Context: an optimization exercise on an open-source flow, tuned for small area, a short achievable clock period and few clock cycles per item. The choices shown serve that exercise and are no tape-out recipe. RTL that was checked went through simulation tests only; none was proved equivalent to the original. Function not checked in run 4: the RTL went through the layout flow alone. Power and IR drop assume default switching activity.

===== config.mk =====
export PLATFORM = sky130hd
export DESIGN_NAME = masked_byte_pattern_search
export DESIGN_NICKNAME = masked_byte_pattern_search
export VERILOG_FILES = /design/flow/design.v
export SDC_FILE = /design/flow/constraint.sdc
export NUM_CORES = 4
export LEC_CHECK = 0
export CAP_MARGIN = 20
export CORE_MARGIN = 2
export CORE_UTILIZATION = 50
export CTS_CLUSTER_DIAMETER = 100
export CTS_CLUSTER_SIZE = 30
export SETUP_SLACK_MARGIN = 3.9
export SLEW_MARGIN = 20
export SYNTH_HIERARCHICAL = 1

===== constraint.sdc =====
create_clock -name core_clock -period 7.0 [get_ports {clk_i}]
set_input_delay 1.4000 -clock core_clock [delete_from_list [all_inputs] [get_ports {clk_i}]]
set_output_delay 1.4000 -clock core_clock [all_outputs]
set_load 0.01 [all_outputs]

===== design.v =====
`default_nettype none
module mbps_pattern_store #(
  parameter int unsigned PatternMax = 32,
  parameter int unsigned IdxW       = 5,
  parameter int unsigned ByteW      = 8
) (
  input  wire                         clk_i,
  input  wire                         load_write_i,
  input  wire [IdxW-1:0]              load_idx_i,
  input  wire [ByteW-1:0]             load_data_i,
  input  wire                         load_wild_i,
  output logic [PatternMax*ByteW-1:0] pat_o,
  output logic [PatternMax-1:0]       wild_o
);
  always_ff @(posedge clk_i) begin
    for (int unsigned k = 0; k < PatternMax; k++) begin
      if (load_write_i && load_idx_i == IdxW'(k)) begin
        pat_o[k*ByteW +: ByteW] <= load_data_i;
        wild_o[k]               <= load_wild_i;
      end
    end
  end
endmodule
`default_nettype wire
`default_nettype none
module mbps_window_bit (
  input  wire  clk_i,
  input  wire  keep_i,
  input  wire  take_new_i,
  input  wire  take_up_i,
  input  wire  new_i,
  input  wire  up_i,
  output logic q_o
);
  always_ff @(posedge clk_i) begin
    q_o <= (keep_i & q_o) | (take_new_i & new_i) | (take_up_i & up_i);
  end
endmodule
`default_nettype wire
`default_nettype none
module masked_byte_pattern_search (
  input  wire          clk_i,
  input  wire          rst_ni,
  input  wire          cfg_we_i,
  input  wire [5:0]    cfg_pattern_length_i,
  input  wire          in_valid_i,
  output logic         in_ready_o,
  input  wire          mode_i,
  input  wire [4:0]    element_index_i,
  input  wire [7:0]    byte_value_i,
  input  wire          wildcard_req_i,
  input  wire          last_byte_i,
  output logic         out_valid_o,
  input  wire          out_ready_i,
  output logic         found_o,
  output logic [15:0]  match_offset_o
);
  localparam int unsigned PatternMax = 32;
  localparam int unsigned IdxW       = 5;
  localparam int unsigned ByteW      = 8;
  localparam int unsigned CountW     = 16;
  localparam logic        ModeScan   = 1'b1;
  logic [5:0]        len_q;
  logic              busy_q;
  logic              in_valid_q, b_scan_q, b_last_q;
  logic              closed_q;    
  logic              rep_q;       
  logic              en_q;        
  logic [CountW-1:0] off_q;       
  logic              out_valid_q, found_q;
  logic              accept, apply, exec, scan, match, hit;
  logic              taken_q, fresh_q, match_q, match_use;
  logic              ld_go_q, ld_wild_q;
  logic [IdxW-1:0]   ld_idx_q;
  logic [ByteW-1:0]  ld_data_q;
  logic              rep_cur, en_cur, sat;
  logic [CountW-1:0] off_cur;
  logic [CountW:0]   off_inc;
  logic [CountW-1:0] sat_val;
  logic [PatternMax*ByteW-1:0] pat_row;
  logic [PatternMax-1:0]       wild_row;
  logic              in_valid_d, out_valid_d;
  always_ff @(posedge clk_i or negedge rst_ni) begin
    if (!rst_ni) begin
      len_q <= 6'd1;
    end else if (cfg_we_i) begin
      if (cfg_pattern_length_i[5]) begin
        len_q <= 6'(PatternMax);
      end else if (cfg_pattern_length_i[4:0] == '0) begin
        len_q <= 6'd1;
      end else begin
        len_q <= cfg_pattern_length_i;
      end
    end
  end
  assign exec       = in_valid_q && (!out_valid_q || out_ready_i);
  assign in_ready_o = !busy_q || out_ready_i;
  assign accept     = in_valid_i && in_ready_o;
  assign apply      = in_valid_i && !taken_q;
  assign scan       = exec && (b_scan_q == ModeScan);
  always_ff @(posedge clk_i or negedge rst_ni) begin
    if (!rst_ni) begin
      in_valid_q <= 1'b0;
    end else begin
      in_valid_q <= in_valid_d;
    end
  end
  always_ff @(posedge clk_i) begin
    if (accept) begin
      b_scan_q <= mode_i;
      b_last_q <= last_byte_i;
    end
  end
  mbps_pattern_store #(
    .PatternMax (PatternMax),
    .IdxW       (IdxW),
    .ByteW      (ByteW)
  ) u_store (
    .clk_i        (clk_i),
    .load_write_i (ld_go_q),
    .load_idx_i   (ld_idx_q),
    .load_data_i  (ld_data_q),
    .load_wild_i  (ld_wild_q),
    .pat_o        (pat_row),
    .wild_o       (wild_row)
  );
  logic [PatternMax*ByteW-1:0]     win_q;
  logic [(PatternMax+1)*ByteW-1:0] up_row;
  logic [PatternMax-1:0]           take_new, take_up, tap_ok;
  logic                            shift, keep;
  assign shift  = apply && (mode_i == ModeScan);
  assign up_row = {{ByteW{1'b0}}, win_q};
  always_comb begin
    keep = !shift;
    for (int unsigned j = 0; j < PatternMax; j++) begin
      take_new[j] = shift && (j == PatternMax - 1 || 6'(j + 1) >= len_q);
      take_up[j]  = shift && !(j == PatternMax - 1 || 6'(j + 1) >= len_q);
    end
  end
  for (genvar j = 0; j < PatternMax; j++) begin : g_pos
    for (genvar b = 0; b < ByteW; b++) begin : g_bit
      mbps_window_bit u_bit (
        .clk_i      (clk_i),
        .keep_i     (keep),
        .take_new_i (take_new[j]),
        .take_up_i  (take_up[j]),
        .new_i      (byte_value_i[b]),
        .up_i       (up_row[(j+1)*ByteW + b]),
        .q_o        (win_q[j*ByteW + b])
      );
    end
  end
  always_comb begin
    for (int unsigned j = 0; j < PatternMax; j++) begin
      tap_ok[j] = (6'(j) >= len_q) || wild_row[j] ||
                  (pat_row[j*ByteW +: ByteW] == win_q[j*ByteW +: ByteW]);
    end
    match = &tap_ok;
  end
  always_ff @(posedge clk_i or negedge rst_ni) begin
    if (!rst_ni) begin
      ld_go_q <= 1'b0;
    end else begin
      ld_go_q <= apply && (mode_i != ModeScan);
    end
  end
  always_ff @(posedge clk_i) begin
    ld_idx_q  <= element_index_i;
    ld_data_q <= byte_value_i;
    ld_wild_q <= wildcard_req_i;
  end
  always_ff @(posedge clk_i or negedge rst_ni) begin
    if (!rst_ni) begin
      taken_q <= 1'b0;
      fresh_q <= 1'b0;
    end else begin
      taken_q <= in_valid_i && !in_ready_o;
      fresh_q <= accept;
    end
  end
  always_ff @(posedge clk_i) begin
    if (fresh_q) begin
      match_q <= match;
    end
  end
  assign match_use = fresh_q ? match : match_q;
  always_comb begin
    sat_val = ~{10'd0, len_q};
    off_inc = {1'b0, off_q} + (CountW + 1)'(1);
    sat     = en_q && (off_q == sat_val);
    if (closed_q) begin
      rep_cur = 1'b0;
      en_cur  = (len_q == 6'd1);
      off_cur = CountW'(1) - CountW'(len_q);
    end else begin
      rep_cur = rep_q;
      en_cur  = en_q || off_inc[CountW];
      off_cur = (rep_q || sat) ? off_q : off_inc[CountW-1:0];
    end
    hit = !rep_cur && en_cur && match_use;
  end
  assign in_valid_d  = in_ready_o ? in_valid_i : in_valid_q;
  assign out_valid_d = exec ? (scan && (hit || (b_last_q && !rep_cur)))
                            : (out_valid_q && !out_ready_i);
  always_ff @(posedge clk_i or negedge rst_ni) begin
    if (!rst_ni) begin
      busy_q <= 1'b0;
    end else begin
      busy_q <= in_valid_d && out_valid_d;
    end
  end
  always_ff @(posedge clk_i or negedge rst_ni) begin
    if (!rst_ni) begin
      closed_q    <= 1'b1;
      out_valid_q <= 1'b0;
    end else begin
      if (scan) begin
        closed_q <= b_last_q;
      end
      out_valid_q <= out_valid_d;
    end
  end
  always_ff @(posedge clk_i) begin
    if (scan) begin
      rep_q   <= rep_cur || hit;
      en_q    <= en_cur;
      off_q   <= (b_last_q && !rep_cur && !hit) ? '0 : off_cur;
      found_q <= hit;
    end
  end
  assign out_valid_o    = out_valid_q;
  assign found_o        = found_q;
  assign match_offset_o = off_q;
endmodule
`default_nettype wire

===== flow/run.sh =====
#!/bin/bash
# Layout: the standard flow (standard.sh, with its unchanged synthesis) with two
# changes: the port buffers start as the smallest plain buffer (buf_1) instead of the
# resizer's default pick, and the out_ready_i / in_ready_o pins, joined by the only
# port-to-port path, are placed next to each other. Timing repair resizes the buffers
# that need it. The whole make output goes to flow_make.log in this folder.
set -euo pipefail
bash standard.sh \
  "BUFFER_PORTS_ARGS=-buffer_cell sky130_fd_sc_hd__buf_1" \
  "PLACE_PINS_ARGS=-group_pins {out_ready_i in_ready_o}" \
  finish > flow_make.log 2>&1

===== standard.sh =====
#!/bin/bash
# synth_recipe.tcl (not shown) runs the flow's synth.tcl, then flattens the netlist and writes it again
# the make line also repeats each setting of config.mk as NAME=value (left out here)
make -C /OpenROAD-flow-scripts/flow DESIGN_CONFIG=/design/flow/config.mk WORK_HOME=/design/flow/orfs CLKGATE_MAP_FILE= SYNTH_SCRIPT=/design/flow/synth_recipe.tcl "${@:-finish}"

==> run summary, run 1 <==
max-slew violation count=0; unrepaired setup endpoints after global routing=true; max cap viols=0; critical path class=input port to primary output; global-route track usage on met1=between 30% and 40%; Multi-input gate area=roughly 0.0076 mm²; Synth Area in Compound Gates=14.0%; pin count of the biggest net entering global routing=230; clock latency (worst-skew pair)=~0.59 ns; post-synthesis sequential area ratio=between 60% and 70%; # hold bufs at CTS=0; drt drc=0; CP Launch Type=input port; Layout Nets=~1900; final WL=about 67 mm; CTS root buf=clkbuf_16; fin crit share=between 40 and 50%; mux cell area share after synthesis=less than 1%; critical path buffer and inverter count=2; largest family of logic cells by synthesized area=compound AO/OA/AOI/OAI gates; Hold Slack=about 0.52 ns; crit end category=primary output; initial antenna violation count=2; Hold Path Class=register to register; WP data required=between 5 and 6 ns; Max Fanout on Critical Path=2; GRT busiest layer=met2; average vias per placed instance=6.36; power per cell area=approximately 280 mW/mm²; slowest stage cell, crit path=nand2b_4; Leak Pwr=10.3 nW; first-pass GRT wire length=97.8 mm; critical path data arrival time=~1.7 ns; synth warn=9; clock skew=about 0.031 ns; setup slack at placement=2.85 ns; Max Root-Sink Buffers=3; fin area=0.0256 mm²; simple-gate share of the synthesized area=~6%; final hold violations=0; Yosys reg bits=593; R2R Setup Slk=3.95 ns; Post-Synth XOR/XNOR Area=10.4%; Ports=46; Storage cell area=~0.015 mm²; Final ANT Viol Nets=0; asr flop ratio synth=2.19%; Synth Area in Adders=less than 1%; Top delay family on crit path=buffers and inverters; Post-DP HPWL=42.0 mm; Wirelength per Cell=approximately 26 µm; Total GRT Usage=a little over a quarter; CP most frequent cell=buf_6; CTS buffer count=23; worst-path cell chain=buf_6 -> nand2b_4 -> buf_6; area grow syn2layout=9.49%; CTS tree=built; Die Y=approximately 220 µm; row count=79; Cell Area, Placed=0.0245 mm²; H-tree depth=1; DRT iter0 DRCs=2977; M2 GR Usage=a little over two fifths; # port buffers=45; min setup slack post-route=between 3 and 4 ns; EDFF count, synth=309; die area=between 0.04 and 0.05 mm²; Max rail drop VDD=about 180 µV; Final Setup Violations=0; CORE AREA=~0.046 mm²; Starting Density=approximately half; n_diodes=0; GR Overflow Total=0; Worst Tran Pin Value=around 1.1 ns; Fillers=between 3000 and 4000; relative slew slack=27.0%; Final GP Congestion=~0.88; cell count after synthesis=1800; width of the die=220 µm; fmax=318 MHz; Post-Syn Area=0.0234 mm²; min cycle time layout=roughly 3.1 ns; Distinct cells, synth=between 50 and 60; Sum Neg Setup Slack=0 ns; main flop type after synthesis=edfxtp_1; vias in the first global route=approximately 15000; clock slew at reported path FFs=0.12 ns; status=timing/DRC/antenna clean; maximum single-stage delay on the critical path=between 0.1 and 0.15 ns; layout cells sized above 1=roughly 7.7%; Tot Pwr=7.23 mW; Sink Count=around 590; Syn Area/Cell=approximately 13 µm²; vias=between 15000 and 20000; drt pass-1 iters=14; GRT met3 Usage=~4.2%
-- per-stage QoR --
step / utilization [%] / cells
global route: 55.2 / 2518
finish: 55.2 / 2518
CTS: 54.6 / 2506
floorplan: - / 1815
global placement: 52.7 / 2461
detailed placement: 52.8 / 2461
-- power breakdown --
group,switching [mW],leakage [nW],internal [mW]
logic,0.566,4.78,0.498
registers,0.472,5.22,4.03
clock network,1.03,0.308,0.635
-- cell usage in the layout (no fill, tap or decap), drive strengths merged, types with 7 or more instances in the layout --
master and n:
xnor2 29, conb 16, buf 74, nand2 20
a21oi 25, xor2 249, dfrtp 11, a211oi 34
inv 269, nor4 68, edfxtp 309, nor3 16
o21a 12, and2 17, o21ai 11, clkbuf 50
nand2b 8, a222oi 256, nand4 13, a31oi 7
nor2 89, dfxtp 271
-- kinds of logic after synthesis --
kind of cell | count (synthesis)
and+or+nand+nor | 263
AOI/OAI and AO/OA | 359
other | 1
buffers and inverters | 299
DFF | 593
muxes | 3
xor gates and xnor gates | 278
adders and majority gates | 4
-- registers in the layout (all words and copies together), names as in the netlist --
name,count
busy_q,1
g_pos.g_bit.u_bit.q_o,256
en_q,1
b_scan_q,1
taken_q,1
in_valid_q,1
out_valid_q,1
match_q,1
off_q,16
u_store.pat_o,256
b_last_q,1
closed_q,1
ld_data_q,8
ld_idx_q,5
len_q,6
fresh_q,1
ld_go_q,1
u_store.wild_o,32
found_q,1
ld_wild_q,1
rep_q,1
-- repair_timing --
action,CTS,global route
hold endpoints to repair,0,0
gates resized for setup,32,36
setup endpoints to repair,45,87
buffers inserted,4,10
cloned,0,1
pin swaps,5,10
-- per-module statistics from Yosys (local to each module, per instance), a selection --
module                      times used  flip-flops and latches  cells
mbps_window_bit                    256                       1      3
masked_byte_pattern_search           1                      49    694
-- Yosys cell counts, types with 3 or more instances --
library cell  count  area, µm²
xnor2_1          29        254
dfxtp_1         271       5430
a31oi_1           7       43.8
ha_1              4       50.1
and3_1            6       37.5
a21oi_1          23        115
nand3b_1          5       37.5
nand4_1          13       81.3
nor3_1           15       75.1
nand2b_1          8       50.1
nand3_1           6       30.0
and2_1           17        106
edfxtp_1        309       9280
nand2_1          20       75.1
a222oi_1        256       2560
or2_2             3       18.8
nor4_1           68        425
nand4bb_1         3       33.8
buf_2             5       25.0
a211oi_1         33        248
nand4b_1          4       35.0
clkbuf_1         22       82.6
dfrtp_1          11        275
nor2_1           89        334
xor2_1          249       2180
inv_1           269       1010
o21ai_0          10       50.1
o21a_1           11       82.6
-- per-layer routing --
| metal | routed length, µm | vias to the layer above |
|---|---|---|
| li1 | - | 7081 |
| met1 | 27500 | 8027 |
| met2 | 31100 | 798 |
| met3 | 6040 | 104 |
| met4 | 1860 | 2 |
| met5 | 12 | - |
-- worst paths after layout --
check                            start          to  cells past startpoint
max                        out_ready_i  in_ready_o                      3
min                            taken_q     ld_go_q                      1
max reg2reg                   len_q[0]   off_q[14]                      8
min reg2reg                    taken_q     ld_go_q                      1
max in group asynchronous       rst_ni    len_q[3]                      1
min in group asynchronous       rst_ni     taken_q                      1
-- final cells by class --
class                           count  area share [%]
Clock buffer                       40            2.50
Tap cell                          607            2.97
Timing Repair Buffer               84            2.09
Inverter                          269            3.95
Clock inverter                      1          0.0342
Sequential cell                   593            58.9
Multi-Input combinational cell    924            29.6
Testbench counts, summed over its fixed seeds: cycles 35,837, items 35,633.
==> run 2: changes to the inputs <==
--- a/config.mk
+++ b/config.mk
@@ -12,4 +12,4 @@
 export CTS_CLUSTER_SIZE = 30
 export SETUP_SLACK_MARGIN = 3.9
-export SLEW_MARGIN = 20
+export SLEW_MARGIN = 45
 export SYNTH_HIERARCHICAL = 1
==> run 2 against run 1 <==
Effect of this change: still clean on timing, DRC and antenna; sequential power hardly changed; global-route usage is 0.069 points higher; wire length is 0.46% higher; register-to-register slack worse by 0.03 ns; die area stayed put; clock power is 6% higher; worst hold slack worse by 0.030 ns; clock skew is 0.0050 ns lower; maximum frequency is 0.13% lower; synthesized cell count stayed put; area after synthesis stayed put; clock-buffer cell count is 1 higher; critical path type unchanged.
==> run summary, run 2 <==
Synth area leaders=edfxtp_1 40%, dfxtp_1 23%, a222oi_1 11%, xor2_1 9.3%, inv_1 4.3%; max-slew violation count=0; fin area=approximately 0.026 mm²; Wirelength per Cell=26.4 µm; cell count after synthesis=1800; Starting Density=50.4%; Top Registers=g_pos.g_bit.u_bit.q_o x256, u_store.pat_o x256, u_store.wild_o x32; Post-Syn Area=between 0.02 and 0.025 mm²; clock latency (worst-skew pair)=about 0.6 ns; DRT iter0 DRCs=2850; CP Launch Type=input port; initial antenna violation count=0; post-synth top area share=approximately 40%; asr flop ratio synth=under 10%; # hold bufs at CTS=0; clock slew at reported path FFs=~0.12 ns; fin crit share=~45%; die area=~0.048 mm²; CTS root buf=clkbuf_16; area grow syn2layout=10.3%; layout cells sized above 1=9.42%; setup slack at placement=~2.9 ns; Distinct cells, synth=54; Final ANT Viol Nets=0; Leak Pwr=10.4 nW; Syn Area/Cell=approximately 13 µm²; first-pass GRT wire length=between 90 and 100 mm; Hold Crit Start=taken_q; maximum single-stage delay on the critical path=about 0.14 ns; Final Setup Violations=0; average vias per placed instance=about 6.3; WP data required=between 5 and 6 ns; Layout Nets=just under 2000; slowest stage cell, crit path=nand2b_4; worst-path cell chain=buf_6 -> nand2b_4 -> buf_6; Ports=46; post-synthesis sequential area ratio=between 60% and 70%; CP most frequent cell=buf_6; drt pass-1 iters=12; fmax=approximately 320 MHz; main flop type after synthesis=edfxtp_1; GR Overflow Total=0; width of the die=220 µm; critical path data arrival time=approximately 1.7 ns; # port buffers=45; crit end category=primary output; dominant cell type by area after synthesis=edfxtp_1; min cycle time layout=roughly 3.1 ns; Yosys reg bits=approximately 590; unrepaired setup endpoints after global routing=true; most frequent cells in the layout=309 x edfxtp_1, 268 x inv_1, 263 x dfxtp_1; Cell Area, Placed=roughly 0.025 mm²; Sum Neg Setup Slack=0 ns; most common cell after layout, fill and taps aside=edfxtp_1; H-tree depth=1; Post-DP HPWL=roughly 42 mm; count leader, synth=edfxtp_1; final WL=66.8 mm; Final GP Congestion=around 0.88; Tot Pwr=about 7.3 mW; clock skew=around 0.026 ns; worst r2r src=u_store.pat_o[68]; final hold violations=0; pin count of the biggest net entering global routing=119; Max Fanout on Critical Path=2; Hold Path Class=register to register; vias in the first global route=14958; CTS buffer count=24; CORE AREA=~0.046 mm²; Die Y=220 µm; launching element of the worst setup path=out_ready_i; status=timing/DRC/antenna clean; power per cell area=284 mW/mm²; vias=16020; max cap viols=0; drt drc=0; Max Root-Sink Buffers=3; row count=79; Synth top cells by count=309 x edfxtp_1, 271 x dfxtp_1, 269 x inv_1, 256 x a222oi_1, 249 x xor2_1; n_diodes=0; Sink Count=approximately 590; synth warn=9; Worst Tran Pin Value=slightly below 0.8 ns; EDFF count, synth=around 310; relative slew slack=a little under half; Total GRT Usage=27.3%; CTS tree=built; Max rail drop VDD=211 µV; critical path class=input port to primary output; min setup slack post-route=a little under 4 ns
-- run 2: final cells by class --
type | count | area [µm²]
inverters | 269 | 1010
well taps | 607 | 759
flip-flops and latches | 593 | 15100
fillers | 3844 | 20600
clock inverters | 3 | 41.3
multi-input cells | 924 | 7600
repair buffers | 92 | 614
clock buffers | 41 | 686
-- run 2: routing by layer --
layer	up-vias	wire length [µm]	share of wire, %	track usage, %
met5	-	0	0	0
met4	0	1280	1.9	6.51
met3	81	5880	8.8	3.38
met2	749	31800	48	44.6
met1	8093	27900	42	39.1
li1	7097	-	-	-
-- run 2: final timing paths --
| path | to | slack, ns | cells past startpoint |
|---|---|---|---|
| setup / recovery | in_ready_o | 3.86 | 3 |
| hold / removal | ld_go_q | 0.49 | 1 |
| setup reg to reg | off_q[3] | 3.92 | 9 |
| hold reg to reg | ld_go_q | 0.49 | 1 |
| max in group asynchronous | len_q[0] | 5.96 | 1 |
| min in group asynchronous | busy_q | 0.71 | 1 |
-- run 2: repair_timing --
action	in CTS	in global routing
gates resized for setup	28	15
gates cloned	0	2
endpoints found under the setup margin	37	42
setup buffers	6	14
pin swaps	7	8
-- run 2: power breakdown --
group	internal (mW)	switching, mW	leakage [nW]
logic	0.500	0.567	4.83
registers	4.03	0.468	5.22
clock network	0.694	1.07	0.346
-- run 2: critical path: cells and delay by family --
kind / cells / cell delay, ns
simple gates: 1 / 0.14
buf+inv: 2 / 0.21
-- run 2: Yosys stat by module (local to each module, per instance), excerpt --
module,flops+latches,cells inside,area (µm²),copies in the design
mbps_window_bit,1,3,33.8,256
masked_byte_pattern_search,49,694,5810,1
-- run 2: through the flow --
stage	cells	hold slack, ns	util, %
after floorplan	1815	0.398	-
after global placement	2461	0.472	52.7
after detailed placement	2462	0.484	53.1
after CTS	2512	0.505	55.0
after global routing	2529	0.522	55.6
final	2529	0.493	55.6
-- run 2: cells by family after synthesis --
group                      after synthesis  synth area share [%]
and+or+nand+nor                        263                  5.96
adders and majority gates                4                 0.214
buffers and inverters                  299                  4.89
DFF                                    593                  64.3
other                                    1                0.0160
xor gates and xnor gates               278                  10.4
AOI/OAI and AO/OA                      359                  14.0
muxes                                    3                 0.139
==> run 3: changes to the inputs <==
--- a/config.mk
+++ b/config.mk
@@ -8,5 +8,5 @@
 export CAP_MARGIN = 20
 export CORE_MARGIN = 2
-export CORE_UTILIZATION = 50
+export CORE_UTILIZATION = 60
 export CTS_CLUSTER_DIAMETER = 100
 export CTS_CLUSTER_SIZE = 30
==> run 3 against run 2 <==
Effect of this change: wire length decreased by 4.2%; cell area fell by 1.2%; sequential cell count unchanged; still clean on timing, DRC and antenna; clock-buffer cell count fell by 2; largest power group unchanged; worst hold slack worse by 0.045 ns.
==> run summary, run 3 <==
Die Y=a little over 200 µm; fin crit share=44.8%; Top Registers=g_pos.g_bit.u_bit.q_o x256, u_store.pat_o x256, u_store.wild_o x32; post-synthesis sequential area ratio=roughly 64%; R2R Path End=off_q[9]; DRT iter0 DRCs=approximately 2900; crit end category=primary output; Max Root-Sink Buffers=3; R2R Setup Slk=between 3 and 4 ns; CORE AREA=approximately 0.039 mm²; clock skew=about 0.022 ns; drt pass-1 iters=10; Synth top cells by count=309 x edfxtp_1, 271 x dfxtp_1, 269 x inv_1, 256 x a222oi_1, 249 x xor2_1; Wirelength per Cell=about 26 µm; clock slew at reported path FFs=0.10 ns; CTS buffer count=23; Total GRT Usage=between 30% and 40%; cell count after synthesis=1800; post-synth top area share=39.7%; slowest stage cell, crit path=nand2b_4; CP most frequent cell=buf_6; n_diodes=0; count leader, synth=edfxtp_1; H-tree depth=1; max cap viols=0; final hold violations=0; # port buffers=45; Tot Pwr=7.18 mW; Stages on worst setup path=3; average vias per placed instance=~6.6; most frequent cells in the layout=309 x edfxtp_1, 268 x inv_1, 268 x dfxtp_1; Leak Pwr=10.3 nW; r2r worst-path depth=8; vias in the first global route=roughly 15000; critical path class=input port to primary output; Max rail drop VDD=around 210 µV; WP data required=5.60 ns; Post-Syn Area=between 0.02 and 0.025 mm²; Final Setup Violations=0; first-pass GRT wire length=97.1 mm; Sum Neg Setup Slack=0 ns; EDFF count, synth=about 300; Layout Nets=1926; main flop type after synthesis=edfxtp_1; pin count of the biggest net entering global routing=approximately 110; layout cells sized above 1=8.06%; relative slew slack=about 44%; final WL=approximately 64 mm; max-slew violation count=0; Synth area leaders=edfxtp_1 40%, dfxtp_1 23%, a222oi_1 11%, xor2_1 9.3%, inv_1 4.3%; fmax=between 300 and 400 MHz; status=timing/DRC/antenna clean; area grow syn2layout=8.99%; end point of the critical path=in_ready_o; Final ANT Viol Nets=0; CTS root buf=clkbuf_16; critical path data arrival time=approximately 1.7 ns; Yosys reg bits=roughly 590; unrepaired setup endpoints after global routing=true; Max Fanout on Critical Path=2; Syn Area/Cell=between 10 and 15 µm²; Worst Tran Pin Value=roughly 0.85 ns; critical path buffer and inverter count=2; Final GP Congestion=0.870; Distinct cells, synth=54; CP Launch Type=input port; initial antenna violation count=0; GR Overflow Total=0; width of the die=just over 200 µm; clock latency (worst-skew pair)=about 0.59 ns; Hold Path Class=register to register; launching element of the worst setup path=out_ready_i; maximum single-stage delay on the critical path=roughly 0.13 ns; power per cell area=282 mW/mm²; Top delay family on crit path=buffers and inverters; die area=just over 0.04 mm²; min cycle time layout=about 3.1 ns; # hold bufs at CTS=0; CTS tree=built; vias=~16000; drt drc=0; synth warn=9; worst-path cell chain=buf_6 -> nand2b_4 -> buf_6; most common cell after layout, fill and taps aside=edfxtp_1; Post-DP HPWL=41.3 mm; asr flop ratio synth=2.19%; Sink Count=593; worst r2r src=len_q[4]; dominant cell type by area after synthesis=edfxtp_1; row count=slightly above 70; Ports=46; Starting Density=between 60% and 70%
## run 3: cell types whose count changed in the layout (fill, tap and decap cells not counted), moves of 3 or more
cell,change
clkbuf_16,-3
buf_4,-7
dfxtp_1,+5
clkbuf_4,+7
clkbuf_2,-8
nor4_1,+8
dfxtp_4,-5
nor4_2,-8
nor3_4,+3
nor3_2,-3
## run 3: worst min-delay path by stage
stage                      start            endpoint  slack [ns]  cells past startpoint
floorplan                taken_q             ld_go_q        0.40                      1
global placement    ld_data_q[5]  u_store.pat_o[125]        0.42                      0
detailed placement  ld_data_q[5]  u_store.pat_o[125]        0.42                      0
CTS                 ld_data_q[5]  u_store.pat_o[125]        0.45                      0
global route        ld_data_q[5]  u_store.pat_o[125]        0.47                      0
finish              ld_data_q[5]  u_store.pat_o[125]        0.45                      0
## run 3: per-module statistics from Yosys (local to each module, per instance), excerpt
module / times used / cell area [µm²] / flops+latches / cells inside
masked_byte_pattern_search: 1 / 5810 / 49 / 694
mbps_window_bit: 256 / 33.8 / 1 / 3
## run 3: power by group
group / internal [mW] / switching (mW)
registers: 4.03 / 0.425
clock network: 0.633 / 1.02
logic: 0.496 / 0.582
## run 3: worst register-to-register path, cell delays in order (launching register included)
cell and delay, ns:
dfrtp_2 0.51, or3_4 0.50, nor2_4 0.21, a211oi_1 0.15
nor4_2 0.50, nand4_1 0.25, o31ai_4 0.34, a21oi_4 0.13
o21a_4 0.29
## run 3: kinds of logic after synthesis
kind of cell | after synthesis | synth area share (%)
compound gates | 359 | 14.0
buf+inv | 299 | 4.89
fa+ha+maj | 4 | 0.214
other cells | 1 | 0.0160
simple gates | 263 | 5.96
flops | 593 | 64.3
xor+xnor | 278 | 10.4
mux | 3 | 0.139
## run 3: what timing repair did
| action | in CTS | in global routing |
|---|---|---|
| cloned | 0 | 1 |
| setup endpoints to repair | 142 | 108 |
| pin swaps | 6 | 8 |
| resized for setup | 34 | 18 |
| buffers inserted | 11 | 6 |
## run 3: layer usage
| layer | vias to the layer above | wire length, µm | global-route usage (%) |
|---|---|---|---|
| li1 | 7064 | - | - |
| met1 | 7962 | 25900 | 44.3 |
| met2 | 787 | 30800 | 52.0 |
| met3 | 100 | 5770 | 4.57 |
| met4 | 0 | 1590 | 8.43 |
| met5 | - | 0 | 0 |
## run 3: final cells by class
type | count | area [µm²]
fill | 2983 | 13100
clock buffer | 39 | 636
inverter | 269 | 1010
timing repair buffer | 84 | 561
multi-input combinational | 924 | 7560
clock inverter | 1 | 8.76
tap | 518 | 648
sequential | 593 | 15100
## run 3: through the flow
stage	worst slack, ns	area (µm²)	std cells	hold slack, ns	util, %
finish	3.86	25500	2428	0.447	66.1
global route	3.86	25500	2428	0.472	66.1
global placement	2.50	24300	2370	0.417	63.0
detailed placement	2.42	24400	2370	0.423	63.3
CTS	3.87	25300	2421	0.448	65.6
floorplan	3.92	23500	1815	0.398	-
==> run 4: changes to the inputs <==
--- a/design.v
+++ b/design.v
@@ -13,11 +13,39 @@
   output logic [PatternMax-1:0]       wild_o
 );
-  always_ff @(posedge clk_i) begin
+  logic [PatternMax-1:0] write, hold;
+  always_comb begin
     for (int unsigned k = 0; k < PatternMax; k++) begin
-      if (load_write_i && load_idx_i == IdxW'(k)) begin
-        pat_o[k*ByteW +: ByteW] <= load_data_i;
-        wild_o[k]               <= load_wild_i;
-      end
-    end
+      write[k] = load_write_i && load_idx_i == IdxW'(k);
+      hold[k]  = !write[k];
+    end
+  end
+  logic [ByteW:0] load_word;
+  assign load_word = {load_wild_i, load_data_i};
+  for (genvar k = 0; k < PatternMax; k++) begin : g_pos
+    logic [ByteW:0] word;
+    assign pat_o[k*ByteW +: ByteW] = word[ByteW-1:0];
+    assign wild_o[k]               = word[ByteW];
+    for (genvar b = 0; b <= ByteW; b++) begin : g_bit
+      mbps_pattern_bit u_bit (
+        .clk_i   (clk_i),
+        .write_i (write[k]),
+        .hold_i  (hold[k]),
+        .d_i     (load_word[b]),
+        .q_o     (word[b])
+      );
+    end
+  end
+endmodule
+`default_nettype wire
+`default_nettype none
+module mbps_pattern_bit (
+  input  wire  clk_i,
+  input  wire  write_i,
+  input  wire  hold_i,
+  input  wire  d_i,
+  output logic q_o
+);
+  always_ff @(posedge clk_i) begin
+    q_o <= (write_i & d_i) | (hold_i & q_o);
   end
 endmodule
@@ -80,5 +108,4 @@
   logic [PatternMax*ByteW-1:0] pat_row;
   logic [PatternMax-1:0]       wild_row;
-  logic              in_valid_d, out_valid_d;
   always_ff @(posedge clk_i or negedge rst_ni) begin
     if (!rst_ni) begin
@@ -200,4 +227,5 @@
     hit = !rep_cur && en_cur && match_use;
   end
+  logic in_valid_d, out_valid_d;
   assign in_valid_d  = in_ready_o ? in_valid_i : in_valid_q;
   assign out_valid_d = exec ? (scan && (hit || (b_last_q && !rep_cur)))
==> run.sh (new file) <==
#!/bin/bash
# synth_recipe.tcl (not shown) runs the flow's synth.tcl, then flattens the netlist and writes it again
# the make line also repeats each setting of config.mk as NAME=value (left out here)
make -C /OpenROAD-flow-scripts/flow DESIGN_CONFIG=/design/flow/config.mk WORK_HOME=/design/flow/orfs CLKGATE_MAP_FILE= SYNTH_SCRIPT=/design/flow/synth_recipe.tcl finish
--- a/config.mk
+++ b/config.mk
@@ -8,8 +8,8 @@
 export CAP_MARGIN = 20
 export CORE_MARGIN = 2
-export CORE_UTILIZATION = 60
+export CORE_UTILIZATION = 50
 export CTS_CLUSTER_DIAMETER = 100
 export CTS_CLUSTER_SIZE = 30
 export SETUP_SLACK_MARGIN = 3.9
-export SLEW_MARGIN = 45
+export SLEW_MARGIN = 20
 export SYNTH_HIERARCHICAL = 1
removed: flow/run.sh
removed: standard.sh
==> run 4 against run 3 <==
Effect of this change: via count up 20%; largest power group unchanged; highest routed layer unchanged; combinational power up 52%; clock skew up 0.0068 ns; wire length increased by 18%; total power is 10% higher; final cell count rose by 19%; clock-buffer cell count down 13; critical endpoint unchanged; largest cell class unchanged; clock power hardly changed; worst hold slack got worse by 0.010 ns; worst setup slack about the same.
==> run summary, run 4 <==
status=timing/DRC/antenna clean; Top Registers=u_store.g_pos.g_bit.u_bit.q_o x288, g_pos.g_bit.u_bit.q_o x256, off_q x16; clock latency (worst-skew pair)=slightly above 0.6 ns; main flop type after synthesis=dfxtp_1; unrepaired setup endpoints after global routing=true; H-tree depth=1; CTS buffer count=23; Post-Syn Area=around 0.023 mm²; die area=0.0484 mm²; Synth area leaders=dfxtp_1 48%, a222oi_1 11%, a22o_1 11%, xor2_1 8.3%, inv_1 4.4%; Switching Share=just over 30%; Die Y=around 220 µm; width of the die=~220 µm; Distinct cells, synth=69; vias in the first global route=~18000; Wirelength per Cell=around 26 µm; cell count after synthesis=2143; relative slew slack=23.7%; final hold violations=0; Total GRT Usage=30.4%; internal power=between 5 and 6 mW; initial antenna violation count=2; Sink Count=roughly 600; Synth top cells by count=559 x dfxtp_1, 288 x a22o_1, 271 x inv_1, 256 x a222oi_1, 222 x xor2_1; Starting Density=between 50% and 60%; asr flop ratio synth=under 10%; Syn Area/Cell=10.9 µm²; drt pass-1 iters=13; Cell Area, Placed=between 0.02 and 0.025 mm²; Biggest register=u_store.g_pos.g_bit.u_bit.q_o; Post-DP HPWL=between 40 and 50 mm; CTS tree=built; Clk pwr share=21.3%; n_diodes=0; Final GP Congestion=0.833; Max Fanout on Critical Path=2; switching pwr=2.46 mW; setup slack at placement=roughly 1.8 ns; area grow syn2layout=12.5%; post-synthesis sequential area ratio=around 52%; Reg power frac=slightly below 60%; Yosys reg bits=roughly 590; worst r2r src=len_q[2]; launching element of the worst setup path=out_ready_i; max FFs per register=roughly 290; fin crit share=between 40 and 50%; share of total power in combinational logic=20.8%; Max Root-Sink Buffers=3; Leak Pwr=between 10 and 15 nW; count leader, synth=dfxtp_1; vias=around 19000; synth warn=10; CTS root buf=clkbuf_16; max-slew violation count=0; first-pass GRT wire length=~110 mm; Sum Neg Setup Slack=0 ns; clock skew=0.0292 ns; Hold Crit Start=taken_q; fin area=between 0.02 and 0.03 mm²; power per cell area=302 mW/mm²; GR Overflow Total=0; DRT iter0 DRCs=around 3100; pin count of the biggest net entering global routing=106; most common cell after layout, fill and taps aside=dfxtp_1; max cap viols=0; Max rail drop VDD=215 µV; min setup slack post-route=approximately 3.9 ns; CP Launch Type=input port; Final ANT Viol Nets=0; clock slew at reported path FFs=0.11 ns; drt drc=0; critical path class=input port to primary output; dominant cell type by area after synthesis=dfxtp_1; Final Setup Violations=0; Fillers=4018; # port buffers=45; fmax=between 300 and 400 MHz; most frequent cells in the layout=550 x dfxtp_1, 288 x a22o_1, 268 x inv_1; Hold Path Class=register to register; min cycle time layout=between 3 and 4 ns; Layout Nets=2300; EDFF count, synth=21; average vias per placed instance=about 6.6; row count=79; Ports=46; Final Core Density=56.7%; Worst Tran Pin Value=around 1.1 ns; critical path data arrival time=between 1.5 and 2 ns; final WL=around 76 mm; CORE AREA=around 0.046 mm²; post-synth top area share=between 40 and 50%; crit end category=primary output; WP data required=~5.6 ns; layout cells sized above 1=roughly a tenth
## run 4: metal layers
layer  GRT usage [%]  wire length (µm)
met1            42.2             32200
met2            48.4             34200
met4            8.14              2200
met3            5.69              7200
met5               0                 0
## run 4: path summary, 6_finish.rpt
kind | slack (ns) | end | cells past startpoint
hold reg to reg | 0.44 | ld_go_q | 1
max in group asynchronous | 5.39 | len_q[1] | 1
hold / removal | 0.44 | ld_go_q | 1
setup reg to reg | 3.87 | off_q[7] | 10
setup / recovery | 3.86 | in_ready_o | 3
min in group asynchronous | 1.17 | len_q[4] | 1
## run 4: per-module statistics from Yosys (local to each module, per instance), a selection
| module | times used | area, µm² |
|---|---|---|
| mbps_window_bit | 256 | 33.8 |
| masked_byte_pattern_search | 1 | 5890 |
| mbps_pattern_bit | 288 | 28.8 |
## run 4: timing repair
action	4_1_cts	5_1_grt
hold buffers	0	0
cloned	4	3
pin swaps	9	22
endpoints found under the setup margin	286	245
setup buffers	23	26
resized for setup	72	56
## run 4: through the flow
| step | total power [mW] | hold WS [ns] | std cells |
|---|---|---|---|
| global placement | 6.08 | 0.417 | 2795 |
| finish | 7.91 | 0.437 | 2881 |
| global route | 8.26 | 0.459 | 2881 |
| detailed placement | 6.13 | 0.418 | 2795 |
| CTS | 7.83 | 0.437 | 2852 |
| floorplan | 5.57 | 0.396 | 2158 |
## run 4: critical path, stage by stage
cell      delay, ns
buf_6          0.09
nand2b_4       0.13
buf_6          0.11
## run 4: power groups by stage
stage | Clock, mW | Combinational (mW) | Sequential (mW)
2_1_floorplan | 0 | 1.13 | 4.44
4_1_cts | 1.70 | 1.56 | 4.57
6_report | 1.68 | 1.64 | 4.59
5_1_grt | 1.82 | 1.80 | 4.65
3_3_place_gp | 0 | 1.44 | 4.64
3_5_place_dp | 0 | 1.48 | 4.65
## run 4: final cells by class
| type | count | area (µm²) | share of cell area (%) |
|---|---|---|---|
| sequential | 593 | 12200 | 46.4 |
| multi-input combinational | 1261 | 10500 | 39.9 |
| timing repair buffer | 118 | 1170 | 4.45 |
| inverter | 271 | 1030 | 3.92 |
| tap | 607 | 759 | 2.90 |
| clock buffer | 26 | 587 | 2.24 |
| clock inverter | 4 | 36.3 | 0.138 |
| timing repair inverter | 1 | 7.51 | 0.0286 |
## run 4: kinds of logic after synthesis
family                     Yosys count  share of synthesized area, %
buffers and inverters              305                          5.03
adders and majority gates            4                         0.215
xor gates and xnor gates           279                          10.5
muxes                                4                         0.188
AOI/OAI and AO/OA                  659                          25.1
other                                1                        0.0161
and+or+nand+nor                    298                          6.88
DFF                                593                          52.1

## separate check: timing with driven ports
The results above use ideal ports. As a check the final layouts listed here were re-extracted and re-timed, cells and wires unchanged.
Step 1, drivers: a clkbuf_16 drives clk_i and a buf_2 each remaining input, both assumed.
Step 2 adds t to the input delays and takes it off the output delays; t is the mean of the earliest and latest rising clock arrival at the registers after step 1. Input paths then give back, and output paths get back, about the clock's delay inside the block.
Slacks: ideal ports / drivers / drivers and shift; pairs: ideal ports / drivers.
| run | t, ns | setup slack, ns | hold WS [ns] | worst setup path at the end | worst register clock-pin slew, ns |
|---|---|---|---|---|---|
| run 1 | 0.630 | 3.859 / 3.827 / 3.299 | 0.522 / 0.522 / 0.522 | input to register | 0.12 / 0.12 |
| run 2 | 0.641 | 3.855 / 3.823 / 3.488 | 0.493 / 0.493 / 0.493 | input to register | 0.12 / 0.12 |
| run 3 | 0.637 | 3.862 / 3.831 / 3.300 | 0.447 / 0.447 / 0.447 | input to register | 0.12 / 0.12 |
| run 4 | 0.651 | 3.862 / 3.830 / 3.293 | 0.437 / 0.437 / 0.437 | input to register | 0.12 / 0.12 |
After both steps setup and hold are still met in every run listed. The setup slack of run 4, which loses most, moves by -0.032 ns with the drivers and by -0.569 ns with both steps.
